Background: an optimization exercise with open tools, aiming at small area, a short achievable clock period and few clock cycles per item. Do not read the settings as production practice. RTL that was checked went through simulation tests only; none was proved equivalent to the original. Power figures rest on the tool's default switching activity, not on a simulated workload.

Setup of oak:
==> flow/design.v (excerpt) <==
module llc_tag_store #(
  parameter int unsigned NumLines = DEF_NUM_LINES,
  parameter int unsigned TagWidth = DEF_TAG_WIDTH,
  localparam int unsigned IdxWidth = $clog2(NumLines)
) (
  input  logic                clk_i,
  input  logic                rst_n_i,
  input  logic                req_valid_i,
  output logic                req_ready_o,
  input  logic [MODE_W-1:0]   req_mode_i,
  input  logic [IdxWidth-1:0] req_index_i,
  input  logic [TagWidth-1:0] req_tag_i,
  input  logic                req_dirty_i,
  input  logic [NUM_WAYS-1:0] req_way_i,
  input  logic [NUM_WAYS-1:0] total_lock_i,
  output logic                res_valid_o,
  input  logic                res_ready_i,
  output logic [NUM_WAYS-1:0] res_way_o,
  output logic                res_hit_o,
  output logic                res_evict_o,
  output logic [TagWidth-1:0] res_evict_tag_o
);
  localparam int unsigned W = NUM_WAYS;
  logic [TagWidth-1:0] tag_q  [NumLines][W];
  logic [W-1:0]        val_q  [NumLines];
  logic [W-1:0]        dit_q  [NumLines];
  logic [2:0]          tree_q [NumLines];
  logic                ready_q;
  logic                b_v, c_v;
  logic                b_lk, c_lk;             
  logic [IdxWidth-1:0] b_idx, c_idx;
  logic [TagWidth-1:0] b_tag, c_tag;
  logic                b_dty, c_dty;
  logic [W-1:0]        b_way, c_way;
  logic [W-1:0]        b_lock, c_lock;
  logic [TagWidth-1:0] bt [W];
  logic [W-1:0]        bv, bd;
  logic [2:0]          btr;
  ...
Size: about 3000 cells after synthesis, ~1200 flip-flops, ~47000 µm² of cells after synthesis.
==> flow/config.mk <==
export PLATFORM = sky130hd
export DESIGN_NAME = llc_tag_store
export DESIGN_NICKNAME = llc_tag_store
export VERILOG_FILES = /design/flow/design.v
export SDC_FILE = /design/flow/constraint.sdc
export NUM_CORES = 4
export LEC_CHECK = 0
export ABC_CLOCK_PERIOD_IN_PS = 2200
export CAP_MARGIN = 20
export CORE_MARGIN = 2
export CORE_UTILIZATION = 45
export CTS_CLUSTER_DIAMETER = 90
export CTS_CLUSTER_SIZE = 26
export SETUP_SLACK_MARGIN = 2.7
export SLEW_MARGIN = 20
export TNS_END_PERCENT = 5
==> flow/constraint.sdc <==
create_clock -name core_clock -period 5.0 [get_ports {clk_i}]
set_input_delay 1.0000 -clock core_clock [delete_from_list [all_inputs] [get_ports {clk_i}]]
set_output_delay 1.0000 -clock core_clock [all_outputs]
set_load 0.01 [all_outputs]
run.sh (not shown) runs the stock make flow with config.mk's settings and CLKGATE_MAP_FILE= SYNTH_SCRIPT=/design/flow/synth_recipe.tcl, a recipe that flattens the netlist after the stock synthesis.
oak reached the final stage; the timing, design-rule and antenna checks on its layout passed.
Testbench counts of oak, summed over its fixed seeds: cycles 12,024, items 12,000.
Input changes introduced in pine (baseline for comparison: oak):
--- a/flow/design.v
+++ b/flow/design.v
@@ -51,23 +51,27 @@
   logic                b_dty, c_dty;
   logic [W-1:0]        b_way, c_way;
   logic [W-1:0]        b_lock, c_lock;
   logic [TagWidth-1:0] bt [W];
   logic [W-1:0]        bv, bd;
   logic [2:0]          btr;
   logic                wmb;                    
+  logic                w2mb;                   
   logic                samec;                  
   logic [TagWidth-1:0] ct [W];
   logic [W-1:0]        cv, cd, c_eq, f_we;
   logic [2:0]          ctr;
   logic                w_v;
   logic [IdxWidth-1:0] w_idx;
   logic [TagWidth-1:0] w_tag;
   logic [W-1:0]        w_twe, w_val, w_dit;
   logic [2:0]          w_tree;
+  logic [TagWidth-1:0] w2_tag;
+  logic [W-1:0]        w2_twe, w2_val, w2_dit;
+  logic [2:0]          w2_tree;
   localparam int unsigned RspW = W + 2 + TagWidth;
   logic                out_v;
   logic [RspW-1:0]     ring [3];
   logic [1:0]          r_wp, r_rp, r_cnt;
   logic accept, known, pop;
   assign req_ready_o = ready_q;
   assign res_valid_o = out_v;
@@ -139,14 +143,19 @@
   always_ff @(posedge clk_i) begin
     w_idx  <= c_idx;
     w_twe  <= tag_we_w;
     w_val  <= new_val;
     w_dit  <= new_dit;
     w_tree <= new_tree;
     w_tag  <= c_tag;
+    w2_tag  <= w_tag;
+    w2_twe  <= w_twe;
+    w2_val  <= w_val;
+    w2_dit  <= w_dit;
+    w2_tree <= w_tree;
   end
   always_ff @(posedge clk_i) begin
     if (w_v) begin
       for (int w = 0; w < W; w++) begin
         if (w_twe[w]) tag_q[w_idx][w] <= w_tag;
       end
       dit_q[w_idx] <= w_dit;
@@ -160,15 +169,14 @@
       end
     end else if (w_v) begin
       val_q[w_idx]  <= w_val;
       tree_q[w_idx] <= w_tree;
     end
   end
   logic [NumLines-1:0] in_oh;
-  logic                wm_in;
   logic [TagWidth-1:0] rd_tag [W];
   logic [W-1:0]        rd_val, rd_dit;
   logic [2:0]          rd_tree;
   always_comb begin
     in_oh   = NumLines'(1) << req_index_i;
     rd_val  = '0;
     rd_dit  = '0;
@@ -176,36 +184,27 @@
     for (int w = 0; w < W; w++) rd_tag[w] = '0;
     for (int s = 0; s < NumLines; s++) begin
       for (int w = 0; w < W; w++) rd_tag[w] = rd_tag[w] | (tag_q[s][w] & {TagWidth{in_oh[s]}});
       rd_val  = rd_val  | (val_q[s]  & {W{in_oh[s]}});
       rd_dit  = rd_dit  | (dit_q[s]  & {W{in_oh[s]}});
       rd_tree = rd_tree | (tree_q[s] & {3{in_oh[s]}});
     end
-    wm_in = w_v & (w_idx == req_index_i);
-    for (int w = 0; w < W; w++) begin
-      if (wm_in & w_twe[w]) rd_tag[w] = w_tag;
-    end
-    if (wm_in) begin
-      rd_val  = w_val;
-      rd_dit  = w_dit;
-      rd_tree = w_tree;
-    end
   end
   logic [TagWidth-1:0] eb_tag [W];
   logic [W-1:0]        eb_val, eb_dit, eq_b;
   logic [2:0]          eb_tree;
   logic                ceq;
   always_comb begin
     for (int w = 0; w < W; w++) begin
-      eb_tag[w] = (wmb & w_twe[w]) ? w_tag : bt[w];
+      eb_tag[w] = (wmb & w_twe[w]) ? w_tag : ((w2mb & w2_twe[w]) ? w2_tag : bt[w]);
       eq_b[w]   = (eb_tag[w] == b_tag);
     end
-    eb_val  = wmb ? w_val  : bv;
-    eb_dit  = wmb ? w_dit  : bd;
-    eb_tree = wmb ? w_tree : btr;
+    eb_val  = wmb ? w_val  : (w2mb ? w2_val  : bv);
+    eb_dit  = wmb ? w_dit  : (w2mb ? w2_dit  : bd);
+    eb_tree = wmb ? w_tree : (w2mb ? w2_tree : btr);
     ceq     = (c_tag == b_tag);
   end
   always_ff @(posedge clk_i) begin
     b_lk   <= req_mode_i[0];
     b_idx  <= req_index_i;
     b_tag  <= req_tag_i;
     b_dty  <= req_dirty_i;
@@ -273,18 +272,20 @@
   always_ff @(posedge clk_i) begin
     if (!rst_n_i) begin
       ready_q <= 1'b1;
       b_v     <= 1'b0;
       c_v     <= 1'b0;
       out_v   <= 1'b0;
       wmb     <= 1'b0;
+      w2mb    <= 1'b0;
       samec   <= 1'b0;
     end else begin
       ready_q <= (3'(b_v_n) + 3'(b_v) + 3'(out_v_n) + 3'(r_cnt_n)) < 3'd4;
       b_v     <= b_v_n;
       c_v     <= b_v;
       out_v   <= out_v_n;
       wmb     <= c_v & (c_idx == req_index_i);
+      w2mb    <= w_v & (w_idx == req_index_i);
       samec   <= b_v & (b_idx == req_index_i);
     end
   end
 endmodule
[summary]
- Re layout multi-input combinational cell count: oak was lower than pine.
- Re via count: oak was higher than pine.
- Simple-gate share of the synthesized area sits higher in pine than in oak.
- The met1 capacity usage during global routing of pine falls short of that of oak by 2.7 points.
- Changes observed in pine relative to oak: worst path setup slack after routing rose by 0.081 ns; power per unit of standard cell area held steady; routed length per placed instance went down by about 6.6%; cell depth of the worst flop-to-flop path went up.
- Looking at tapcell count, pine sits 11 above oak.
- Against oak, pine comes in about 1.5% higher on number of nets in the final layout.
- ~same max capacitance violation total in oak and pine
- Comparing oak with pine, the overall power after layout came out essentially unchanged.
- The top metal layer carrying routed signals comes out met4 in one run and met5 in the other, namely in oak and pine respectively.
No functional check of the RTL was part of pine.

what the ideal ports hide:
The results above use ideal ports. As a check the final layouts listed here were re-extracted and re-timed, cells and wires unchanged. Step 1: set_driving_cell puts a clkbuf_16 on clk_i and a buf_2 on each other input, an assumption about the parent block. Step 2, shift: input delay + t, output delay - t, t = (earliest + latest rising clock arrival at the registers) / 2. This alone moves slack from input paths to output paths. Three values: no drivers, after step 1, after step 2; two values: the first two.
run	t, ns	slack for setup (ns)	worst slew at a driven data input, ns
oak	0.748	2.327 / 2.272 / 1.524	0.22
pine	0.755	2.408 / 2.354 / 1.599	0.16
After both steps setup and hold are still met in every run listed. The setup slack of pine, which loses most, moves by -0.054 ns with the drivers and by -0.809 ns with both steps.
